Context: an optimization exercise on an open-source flow, tuned for small area, a short achievable clock period and few clock cycles. The choices shown serve that exercise and are no tape-out recipe. In this exercise RTL edits were held to simulation tests only and were not proved equivalent to the original. Power and IR drop assume default switching activity.

## flow/design.v

```verilog
package movegen_pkg;
  typedef logic [5:0] square_t;
  typedef logic [2:0] rank_t;
  typedef logic [2:0] piece_t;
  typedef logic [3:0] pos_data_t;
  typedef logic [9:0] stack_entry_t;
  typedef logic [17:0] uci_move_t;
  typedef logic [255:0] board_t;
  localparam int NUM_SQUARES = 64;
  localparam int COLOUR_BIT = 3;
  localparam int ENTRY_FULL = 9;
  localparam piece_t PIECE_NONE = 3'd0;
  localparam piece_t PIECE_KING = 3'd1;
  localparam piece_t PIECE_KNIGHT = 3'd5;
  localparam int STACK_DEPTH_DEFAULT = 16;
endpackage
module movegen_board_load (
  input  logic                   clk,
  input  logic                   i_rst_n,
  input  logic                   i_pos_valid,
  input  logic                   i_pos_sop,
  input  movegen_pkg::pos_data_t i_pos_data,
  output movegen_pkg::board_t    o_board,
  output logic [1:0]             o_top_v,
  output logic [1:0][5:0]        o_top_sq,
  output logic [1:0]             o_top_kn
);
  logic [1:0]             top_v;
  logic [1:0][5:0]        top_sq;
  logic [1:0]             top_kn;
  logic                   valid_q;
  logic                   sop_q;
  movegen_pkg::pos_data_t data_q;
  movegen_pkg::board_t    board_q;
  movegen_pkg::square_t   count_q;
  movegen_pkg::square_t   square;
  logic                   leaper;
  logic [1:0]             hit;
  always_ff @(posedge clk or negedge i_rst_n) begin
    if (!i_rst_n) begin
      valid_q <= 1'b0;
    end else begin
      valid_q <= i_pos_valid;
    end
  end
  always_ff @(posedge clk) begin
    sop_q <= i_pos_sop;
    data_q <= i_pos_data;
  end
  always_ff @(posedge clk) begin
    if (valid_q) begin
      board_q <= {data_q, board_q[255:4]};
    end
  end
  assign o_board = board_q;
  assign square = sop_q ? movegen_pkg::square_t'(0) : count_q;
  always_ff @(posedge clk or negedge i_rst_n) begin
    if (!i_rst_n) begin
      count_q <= '0;
    end else if (valid_q) begin
      count_q <= movegen_pkg::square_t'(square + 1'b1);
    end
  end
  assign leaper = data_q[0] & ~data_q[1];
  assign hit[1] = valid_q & leaper & data_q[movegen_pkg::COLOUR_BIT];
  assign hit[0] = valid_q & leaper & ~data_q[movegen_pkg::COLOUR_BIT];
  always_ff @(posedge clk) begin
    for (int c = 0; c < 2; c++) begin
      if (valid_q & sop_q) begin
        top_v[c] <= hit[c];
      end else if (hit[c]) begin
        top_v[c] <= 1'b1;
      end
      if (hit[c]) begin
        top_sq[c] <= square;
        top_kn[c] <= data_q[2];
      end
    end
  end
  always_comb begin
    for (int c = 0; c < 2; c++) begin
      o_top_v[c] = top_v[c] | hit[c];
      o_top_sq[c] = hit[c] ? square : top_sq[c];
      o_top_kn[c] = hit[c] ? data_q[2] : top_kn[c];
    end
  end
endmodule
module movegen_piece_stack (
  input  movegen_pkg::board_t  i_board,
  input  logic [3:0]           i_side,
  input  logic [7:0]           i_rank_lt,
  input  logic [7:0]           i_rank_eq,
  input  logic [7:0]           i_file_lt,
  output logic                 o_found,
  output movegen_pkg::square_t o_square,
  output logic                 o_knight
);
  logic [7:0] lp [8];
  logic [7:0] any;
  movegen_pkg::rank_t hf [8];
  logic [7:0] kn;
  always_comb begin
    movegen_pkg::pos_data_t code;
    for (int r = 0; r < 8; r++) begin
      for (int f = 0; f < 8; f++) begin
        code = i_board[4*(8*r+f) +: 4];
        lp[r][f] = code[0] & ~code[1] & (code[movegen_pkg::COLOUR_BIT] == i_side[r/2]) &
                   (i_rank_lt[r] | (i_rank_eq[r] & i_file_lt[f]));
      end
    end
  end
  always_comb begin
    for (int r = 0; r < 8; r++) begin
      any[r] = |lp[r];
      hf[r][2] = |lp[r][7:4];
      hf[r][1] = lp[r][7] | lp[r][6] | (~(|lp[r][7:4]) & (lp[r][3] | lp[r][2]));
      hf[r][0] = lp[r][7] | (~lp[r][6] & lp[r][5]) |
                 (~(|lp[r][6:4]) & lp[r][3]) | (~(|lp[r][6:2]) & lp[r][1]);
      kn[r] = 1'b0;
      for (int f = 0; f < 8; f++) begin
        if (lp[r][f]) begin
          kn[r] = i_board[4*(8*r+f)+2];
        end
      end
    end
  end
  movegen_pkg::rank_t hr;
  always_comb begin
    hr[2] = |any[7:4];
    hr[1] = any[7] | any[6] | (~(|any[7:4]) & (any[3] | any[2]));
    hr[0] = any[7] | (~any[6] & any[5]) |
            (~(|any[6:4]) & any[3]) | (~(|any[6:2]) & any[1]);
    o_found = |any;
    o_square = {hr, hf[hr]};
    o_knight = kn[hr];
  end
endmodule
module movegen_leaper_targets (
  input  movegen_pkg::square_t i_square,
  input  logic                 i_knight,
  output logic [7:0]           o_onboard
);
  movegen_pkg::rank_t r;
  movegen_pkg::rank_t f;
  assign r = i_square[5:3];
  assign f = i_square[2:0];
  always_comb begin
    if (i_knight) begin
      o_onboard[0] = (r >= 3'd2) & (f >= 3'd1);
      o_onboard[1] = (r >= 3'd2) & (f <= 3'd6);
      o_onboard[2] = (r >= 3'd1) & (f >= 3'd2);
      o_onboard[3] = (r >= 3'd1) & (f <= 3'd5);
      o_onboard[4] = (r <= 3'd6) & (f >= 3'd2);
      o_onboard[5] = (r <= 3'd6) & (f <= 3'd5);
      o_onboard[6] = (r <= 3'd5) & (f >= 3'd1);
      o_onboard[7] = (r <= 3'd5) & (f <= 3'd6);
    end else begin
      o_onboard[0] = (r >= 3'd1) & (f >= 3'd1);
      o_onboard[1] = (r >= 3'd1);
      o_onboard[2] = (r >= 3'd1) & (f <= 3'd6);
      o_onboard[3] = (f >= 3'd1);
      o_onboard[4] = (f <= 3'd6);
      o_onboard[5] = (r <= 3'd6) & (f >= 3'd1);
      o_onboard[6] = (r <= 3'd6);
      o_onboard[7] = (r <= 3'd6) & (f <= 3'd6);
    end
  end
endmodule
module movegen_dest_scan (
  input  movegen_pkg::square_t i_square,
  input  logic                 i_knight,
  input  logic [7:0]           i_avail,
  output movegen_pkg::square_t o_to,
  output logic [7:0]           o_rest
);
  logic [7:0]         pick;
  movegen_pkg::rank_t r;
  movegen_pkg::rank_t f;
  movegen_pkg::rank_t rm2, rm1, rp1, rp2;
  movegen_pkg::rank_t fm2, fm1, fp1, fp2;
  logic [4:0]         rs;
  logic [4:0]         fs;
  assign pick = i_avail & ~(i_avail - 8'd1);
  assign o_rest = i_avail & ~pick;
  assign r = i_square[5:3];
  assign f = i_square[2:0];
  assign rm2 = r - 3'd2;
  assign rm1 = r - 3'd1;
  assign rp1 = r + 3'd1;
  assign rp2 = r + 3'd2;
  assign fm2 = f - 3'd2;
  assign fm1 = f - 3'd1;
  assign fp1 = f + 3'd1;
  assign fp2 = f + 3'd2;
  always_comb begin
    if (i_knight) begin
      rs = {pick[7] | pick[6], pick[5] | pick[4], 1'b0, pick[3] | pick[2], pick[1] | pick[0]};
      fs = {pick[5] | pick[3], pick[7] | pick[1], 1'b0, pick[6] | pick[0], pick[4] | pick[2]};
    end else begin
      rs = {1'b0, pick[7] | pick[6] | pick[5], pick[4] | pick[3], pick[2] | pick[1] | pick[0], 1'b0};
      fs = {1'b0, pick[7] | pick[4] | pick[2], pick[6] | pick[1], pick[5] | pick[3] | pick[0], 1'b0};
    end
  end
  assign o_to[5:3] = ({3{rs[0]}} & rm2) | ({3{rs[1]}} & rm1) | ({3{rs[2]}} & r) |
                     ({3{rs[3]}} & rp1) | ({3{rs[4]}} & rp2);
  assign o_to[2:0] = ({3{fs[0]}} & fm2) | ({3{fs[1]}} & fm1) | ({3{fs[2]}} & f) |
                     ({3{fs[3]}} & fp1) | ({3{fs[4]}} & fp2);
endmodule
module movegen_uci_out (
  input  logic                   clk,
  input  logic                   i_rst_n,
  input  logic                   i_start,
  input  logic                   i_side,
  input  logic                   i_valid,
  input  logic                   i_fin,
  input  logic                   i_knight,
  input  movegen_pkg::square_t   i_from,
  input  movegen_pkg::square_t   i_to,
  input  movegen_pkg::pos_data_t i_code,
  output logic                   o_uci_valid,
  output movegen_pkg::uci_move_t o_uci_data,
  output logic                   o_uci_sop,
  output logic                   o_uci_eop
);
  logic                   own;
  logic                   mv;
  movegen_pkg::uci_move_t word;
  movegen_pkg::uci_move_t pend_w;
  logic                   pend_v;
  logic                   first;
  logic                   out_pend;
  assign own = (i_code[2:0] != movegen_pkg::PIECE_NONE) &
               (i_code[movegen_pkg::COLOUR_BIT] == i_side);
  assign mv = i_valid & ~own;
  assign word = {i_knight ? movegen_pkg::PIECE_KNIGHT : movegen_pkg::PIECE_KING,
                 i_from, i_code[2:0], i_to};
  assign out_pend = pend_v & (mv | i_fin);
  always_ff @(posedge clk) begin
    if (mv) begin
      pend_w <= word;
    end
    o_uci_data <= pend_w;
  end
  always_ff @(posedge clk or negedge i_rst_n) begin
    if (!i_rst_n) begin
      pend_v <= 1'b0;
      first <= 1'b0;
      o_uci_valid <= 1'b0;
      o_uci_sop <= 1'b0;
      o_uci_eop <= 1'b0;
    end else if (i_start) begin
      pend_v <= 1'b0;
      first <= 1'b1;
      o_uci_valid <= 1'b0;
      o_uci_sop <= 1'b0;
      o_uci_eop <= 1'b0;
    end else begin
      o_uci_valid <= out_pend;
      o_uci_sop <= out_pend & first;
      o_uci_eop <= i_fin;
      if (out_pend) begin
        first <= 1'b0;
      end
      if (mv) begin
        pend_v <= 1'b1;
      end else if (i_fin) begin
        pend_v <= 1'b0;
      end
    end
  end
endmodule
module movegen_top #(
  parameter int STACK_DEPTH = movegen_pkg::STACK_DEPTH_DEFAULT
) (
  input  logic                   clk,
  input  logic                   i_rst_n,
  input  logic                   i_pos_valid,
  input  logic                   i_pos_sop,
  input  movegen_pkg::pos_data_t i_pos_data,
  input  logic                   i_wtp,
  input  logic                   i_start,
  output logic                   o_uci_valid,
  output movegen_pkg::uci_move_t o_uci_data,
  output logic                   o_uci_sop,
  output logic                   o_uci_eop
);
  movegen_pkg::board_t  board;
  logic [1:0]           top_v;
  logic [1:0][5:0]      top_sq;
  logic [1:0]           top_kn;
  movegen_board_load u_board_load (
    .clk         (clk),
    .i_rst_n     (i_rst_n),
    .i_pos_valid (i_pos_valid),
    .i_pos_sop   (i_pos_sop),
    .i_pos_data  (i_pos_data),
    .o_board     (board),
    .o_top_v     (top_v),
    .o_top_sq    (top_sq),
    .o_top_kn    (top_kn)
  );
  logic                 act;
  logic [7:0]           rank_lt_q;
  logic [7:0]           rank_eq_q;
  logic [7:0]           file_lt_q;
  logic [7:0]           first_rank_lt;
  logic [7:0]           first_rank_eq;
  logic [7:0]           first_file_lt;
  logic [7:0]           nxt_rank_lt;
  logic [7:0]           nxt_rank_eq;
  logic [7:0]           nxt_file_lt;
  logic                 side_a;
  logic                 side_b_n;
  logic                 side_c;
  logic                 side_d_n;
  logic [3:0]           side;
  assign side = {~side_d_n, side_c, ~side_b_n, side_a};
  logic                 nxt_fresh;
  logic                 nxt_found;
  movegen_pkg::square_t nxt_sq;
  logic                 nxt_kn;
  movegen_pkg::square_t cur_sq;
  logic                 cur_kn;
  logic [7:0]           rem_q;
  logic                 f_found;
  movegen_pkg::square_t f_sq;
  logic                 f_kn;
  movegen_piece_stack u_piece_stack (
    .i_board  (board),
    .i_side   (side),
    .i_rank_lt (rank_lt_q),
    .i_rank_eq (rank_eq_q),
    .i_file_lt (file_lt_q),
    .o_found  (f_found),
    .o_square (f_sq),
    .o_knight (f_kn)
  );
  logic [7:0]           nxt_ob;
  movegen_leaper_targets u_nxt_targets (
    .i_square  (nxt_sq),
    .i_knight  (nxt_kn),
    .o_onboard (nxt_ob)
  );
  logic                 first_v;
  movegen_pkg::square_t first_sq;
  logic                 first_kn;
  logic [7:0]           first_ob;
  assign first_v = top_v[i_wtp];
  assign first_sq = top_sq[i_wtp];
  assign first_kn = top_kn[i_wtp];
  movegen_leaper_targets u_first_targets (
    .i_square  (first_sq),
    .i_knight  (first_kn),
    .o_onboard (first_ob)
  );
  always_comb begin
    for (int i = 0; i < 8; i++) begin
      first_rank_lt[i] = first_v & (3'(i) < first_sq[5:3]);
      first_rank_eq[i] = first_v & (3'(i) == first_sq[5:3]);
      first_file_lt[i] = 3'(i) < first_sq[2:0];
      nxt_rank_lt[i] = 3'(i) < nxt_sq[5:3];
      nxt_rank_eq[i] = 3'(i) == nxt_sq[5:3];
      nxt_file_lt[i] = 3'(i) < nxt_sq[2:0];
    end
  end
  logic                 use_nxt;
  logic                 can;
  logic                 take;
  logic                 fin;
  movegen_pkg::square_t src_sq;
  logic                 src_kn;
  logic [7:0]           src_av;
  movegen_pkg::square_t to_sq;
  logic [7:0]           rest;
  assign use_nxt = (rem_q == 8'd0);
  assign src_sq = use_nxt ? nxt_sq : cur_sq;
  assign src_kn = use_nxt ? nxt_kn : cur_kn;
  assign src_av = use_nxt ? nxt_ob : rem_q;
  assign can = act & (~use_nxt | (nxt_fresh & nxt_found));
  assign take = can & use_nxt;
  assign fin = act & use_nxt & nxt_fresh & ~nxt_found;
  movegen_dest_scan u_dest_scan (
    .i_square (src_sq),
    .i_knight (src_kn),
    .i_avail  (src_av),
    .o_to     (to_sq),
    .o_rest   (rest)
  );
  always_ff @(posedge clk or negedge i_rst_n) begin
    if (!i_rst_n) begin
      act <= 1'b0;
      rem_q <= '0;
      nxt_fresh <= 1'b0;
      side_c <= 1'b0;
      side_d_n <= 1'b0;
    end else if (i_start) begin
      act <= 1'b1;
      rem_q <= first_v ? first_ob : 8'd0;
      nxt_fresh <= 1'b0;
      side_c <= i_wtp;
      side_d_n <= ~i_wtp;
    end else begin
      if (fin) begin
        act <= 1'b0;
      end
      if (can) begin
        rem_q <= rest;
      end
      nxt_fresh <= ~take;
    end
  end
  always_ff @(posedge clk) begin
    if (i_start) begin
      side_a <= i_wtp;
      side_b_n <= ~i_wtp;
      rank_lt_q <= first_rank_lt;
      rank_eq_q <= first_rank_eq;
      file_lt_q <= first_file_lt;
      cur_sq <= first_sq;
      cur_kn <= first_kn;
    end else begin
      if (take) begin
        rank_lt_q <= nxt_rank_lt;
        rank_eq_q <= nxt_rank_eq;
        file_lt_q <= nxt_file_lt;
      end
      if (can) begin
        cur_sq <= src_sq;
        cur_kn <= src_kn;
      end
    end
    nxt_found <= f_found;
    nxt_sq <= f_sq;
    nxt_kn <= f_kn;
  end
  logic                 d_v;
  logic                 d_fin;
  movegen_pkg::square_t d_to;
  movegen_pkg::square_t d_from;
  logic                 d_kn;
  logic                   r_v;
  logic                   r_fin;
  movegen_pkg::pos_data_t r_code;
  movegen_pkg::square_t   r_to;
  movegen_pkg::square_t   r_from;
  logic                   r_kn;
  always_ff @(posedge clk or negedge i_rst_n) begin
    if (!i_rst_n) begin
      d_v <= 1'b0;
      d_fin <= 1'b0;
      r_v <= 1'b0;
      r_fin <= 1'b0;
    end else if (i_start) begin
      d_v <= 1'b0;
      d_fin <= 1'b0;
      r_v <= 1'b0;
      r_fin <= 1'b0;
    end else begin
      d_v <= can;
      d_fin <= fin;
      r_v <= d_v;
      r_fin <= d_fin;
    end
  end
  always_ff @(posedge clk) begin
    d_to <= to_sq;
    d_from <= src_sq;
    d_kn <= src_kn;
    r_code <= board[{d_to, 2'b00} +: 4];
    r_to <= d_to;
    r_from <= d_from;
    r_kn <= d_kn;
  end
  movegen_uci_out u_uci_out (
    .clk         (clk),
    .i_rst_n     (i_rst_n),
    .i_start     (i_start),
    .i_side      (side_a),
    .i_valid     (r_v),
    .i_fin       (r_fin),
    .i_knight    (r_kn),
    .i_from      (r_from),
    .i_to        (r_to),
    .i_code      (r_code),
    .o_uci_valid (o_uci_valid),
    .o_uci_data  (o_uci_data),
    .o_uci_sop   (o_uci_sop),
    .o_uci_eop   (o_uci_eop)
  );
endmodule
```

## flow/flow/run.sh

```bash
#!/bin/bash
# The standard layout, with timing repair aimed below the clock period: the
# repair steps keep working on any path slower than 9.0 - SETUP_SLACK_MARGIN ns.
# The clock period, constraints and synthesis are the standard flow's own.
set -euo pipefail
export SETUP_SLACK_MARGIN=6.5
bash standard.sh > standard_flow.log 2>&1
```

## flow/standard.sh

```bash
#!/bin/bash
# synth_recipe.tcl (not shown) runs the flow's synth.tcl, then flattens the netlist and writes it again
# the make line also repeats each setting of config.mk as NAME=value (left out here)
make -C /OpenROAD-flow-scripts/flow DESIGN_CONFIG=/design/flow/config.mk WORK_HOME=/design/flow/orfs CLKGATE_MAP_FILE= SYNTH_SCRIPT=/design/flow/synth_recipe.tcl "${@:-finish}"
```

## flow/config.mk

```make
export PLATFORM = sky130hd
export DESIGN_NAME = movegen_top
export DESIGN_NICKNAME = movegen_top
export VERILOG_FILES = /design/flow/design.v
export SDC_FILE = /design/flow/constraint.sdc
export NUM_CORES = 4
export LEC_CHECK = 0
export CAP_MARGIN = 20
export CORE_MARGIN = 2
export CORE_UTILIZATION = 40
export SLEW_MARGIN = 20
```

## flow/constraint.sdc

```tcl
create_clock -name core_clock -period 9.0 [get_ports {clk}]
set_input_delay 1.8000 -clock core_clock [delete_from_list [all_inputs] [get_ports {clk}]]
set_output_delay 1.8000 -clock core_clock [all_outputs]
set_load 0.01 [all_outputs]
```

==> results.py <==
metrics = {
    "grt": {
        "grt_pass1_wl_um": 74740,
        "grt_start_max_net_pins": 180,
        "grt_pass1_vias": 12530,
        "gr-total-overflow": 0,
        "antenna_found_initial": 0,
        "grt_use_total": 0.1973,
    },
    "synth": {
        "ys_seq_area_frac": 0.6004,
        "netlist.area_leader.share": 0.4858,
        "synth_top_area_cell": "edfxtp_1",
        "syn_avg_cell_area_um2": 13.41,
        "syn_area_um2": 18850,
        "synth_cells": 1406,
        "post-synth-top-count-cell": "edfxtp_1",
        "ys_types": 84,
        "yosys_warnings": 8,
        "synthTopCellsByArea": "edfxtp_1, mux4_2, dfxtp_1",
        "netlist_top_cells_count": "edfxtp_1, nand2_1, a21oi_1",
        "synth_edf_count": 305,
        "ys_async_sr_fraction": 0.06897,
        "synth_ff_type": "edfxtp_1",
        "synth_nets": 1421,
        "synth_seq_cells": 406,
    },
    "clocking": {
        "cts_root_buffer": "clkbuf_16",
        "numCtsBuffers": 43,
        "ctsHtreeMaxLevel": 2,
        "path_clk_slew_ns": 0.06,
        "holdBufCountCts": 0,
        "cts_buffer_depth": 3,
        "tritoncts": "done",
        "clk_latency_ns": 0.57,
        "cts.sink_count": 406,
    },
    "floorplanning": {
        "die_h_um": 221.1,
        "die_w_um": 221.1,
        "ios": 31,
        "rows": 79,
        "die_area_um2": 48890,
        "initial_utilization": 0.4050,
        "core_area_um2": 46560,
    },
    "run_status": {
        "run_status": "complete, no violations",
    },
    "power_and_ir_drop": {
        "p_leak_nw": 8.440,
        "vdd_drop_max_v": 0.0001828,
        "power_per_cell_area_nw_per_um2": 291.7,
        "total_power_mw": 6.873,
    },
    "drt": {
        "vias": 13000,
        "wl_um": 50140,
        "viasPerCell": 5.886,
        "ant_nets": 0,
        "firstDrtPassIters": 5,
        "wire_per_inst_um": 22.71,
        "drc": 0,
        "drt_iter0_markers": 1310,
    },
    "finish": {
        "synthToLayoutAreaGrowth_pct": 24.98,
        "final_cells": 2208,
        "drive_above_1_share": 0.3360,
        "final_cell_area_um2": 23560,
        "layout.nets": 1583,
        "antennaDiodeCount": 0,
    },
    "timing": {
        "hold_violations": 0,
        "tightest_slew_ns": 1.114,
        "setup_viol": 0,
        "hold_slack_ns": 0.3220,
        "slew_violations": 0,
        "min_period_ns": 2.888,
        "fin_crit_sh": 0.3209,
        "rsz0062_at_grt": "true",
        "fmax_ghz": 0.3462,
        "fin_worst_skew_ns": 0.02466,
        "slew_headroom": 0.2574,
        "setup_tns_ns": 0,
    },
    "placement": {
        "post-dp-hpwl_um": 30860,
        "io_buffer_count": 28,
        "gp_congestion": 0.8996,
        "dpl.cell_count": 1984,
        "placed_area_um2": 19770,
    },
    "setup_path": {
        "ff2ff_setup_slack_ns": 6.11,
        "end_kind": "register",
        "criticalPathCategory": "register to register",
        "worstPathArrival_ns": 3.34,
        "critPathLaunchType": "register",
        "path_max_fanout": 16,
        "worst_ep_required_time_ns": 9.45,
        "r2r-end": "nxt_sq[1]$_DFF_P_",
        "worst-r2r-cell-count": 10,
        "r2r-start": "side_c$_DFFE_PN0P_",
    },
    "hold_path": {
        "hp-start": "d_from[2]$_DFF_P_",
        "hold_path_depth": 0,
        "whs_endpoint": "r_from[2]$_DFF_P_",
        "holdCritPathClass": "register to register",
    },
    "run": {
        "drv_cap": 0,
    },
}
routing by layer:
metal / part of all wire / vias to the layer above / global-route usage
met1: 0.43 / 6563 / 0.2859
met4: 0.033 / 0 / 0.07188
met5: 0 / - / 0
met3: 0.076 / 124 / 0.03134
met2: 0.46 / 553 / 0.3009
li1: - / 5757 / -
critical path, stage by stage, from the launching register on:
cell and delay, ns:
dfrtp_1 0.39, buf_12 0.21, xor2_2 0.21, o22ai_1 0.12, a211oi_2 0.34, nand4_2 0.20, a311o_1 0.38, a31o_4 0.26
or4_4 0.45, nand3_2 0.11, a31oi_1 0.09
flip-flops by register name, summed over array words and instances (netlist names), 7 cells and up:
register / cells
rem_q: 8
u_board_load.top_sq: 12
rank_lt_q: 7
u_uci_out.o_uci_data: 16
rank_eq_q: 8
file_lt_q: 7
u_uci_out.pend_w: 16
u_board_load.board_q: 256
cells by family after synthesis:
logic type,count (synthesis),synth area share
buffers and inverters,112,0.02694
AOI/OAI and AO/OA,273,0.09311
and+or+nand+nor,416,0.1167
muxes,120,0.1207
xor gates and xnor gates,72,0.03842
other,2,0.0003983
DFF,406,0.6004
adders and majority gates,5,0.003318
worst max path at each step:
stage	startpoint	end	cells past startpoint
after floorplan	u_board_load.valid_q$_DFF_PN0_	rem_q[3]$_DFFE_PN0P_	9
after global placement	i_wtp	rem_q[5]$_DFFE_PN0P_	8
after detailed placement	i_wtp	rem_q[7]$_DFFE_PN0P_	7
after CTS	u_uci_out.o_uci_eop$_DFF_PN0_	o_uci_eop	1
after global routing	side_b_n$_DFFE_PP_	nxt_kn$_DFF_P_	13
final	side_c$_DFFE_PN0P_	nxt_sq[1]$_DFF_P_	10
cell type report:
cell class | count | area [um^2]
fillers | 3816 | 22990
flip-flops and latches | 406 | 11360
multi-input cells | 889 | 8077
repair buffers | 188 | 1794
clock buffers | 62 | 1241
well taps | 607 | 759.5
clock inverters | 16 | 177.7
inverters | 40 | 158.9
power breakdown:
group / leakage [nW] / switching (mW) / internal (mW)
Clock: 0.695 / 0.742 / 1.05
Combinational: 3.78 / 1.33 / 1.17
Sequential: 3.96 / 0.259 / 2.32
Total: 8.44 / 2.33 / 4.54
metrics by stage:
step,worst slack (ns),util
after global routing,5.979,0.5061
after CTS,6.115,0.4893
after detailed placement,4.628,0.4245
after floorplan,4.708,-
after global placement,4.679,0.4245
final,6.112,0.5061
cell usage in the layout, fill, tap and decap left out, types with 45 or more instances in the layout:
cell,Yosys,layout
edfxtp_1,305,305
nand2_1,103,93
mux4_2,84,84
dfxtp_1,73,58
nor3_1,55,47
buf_4,5,120
nor2_1,81,67
clkbuf_16,0,47
nand2b_1,46,45
a21oi_1,87,76
what timing repair did:
action	4_1_cts	5_1_grt
resized for setup	243	102
pin swaps	51	43
cloned	4	2
setup endpoints to repair	126	49
buffers inserted	104	36
Testbench counts, summed over its fixed seeds: cycles 29,871.

[separate check: timing with driven ports]
Ports are ideal in the flow. The routed layout listed here was re-timed in OpenROAD. Step 1 assumes that a clkbuf_16 drives the clock port and a buf_2 every other input. Step 2 also shifts input and output timing later by t, the mid clock arrival at the registers, as if the neighbouring blocks saw the same clock. Three values: no drivers, after step 1, after step 2; two values: the first two.
t (ns): 0.614
setup slack, ns: 6.112 / 6.083 / 5.506
worst setup path at the end: input to register
worst register clock-pin slew, ns: 0.07 / 0.07
pins driven straight from the clock port: 1
After both steps setup and hold are still met in this run. The setup slack of this run moves by -0.029 ns with the drivers and by -0.606 ns with both steps.
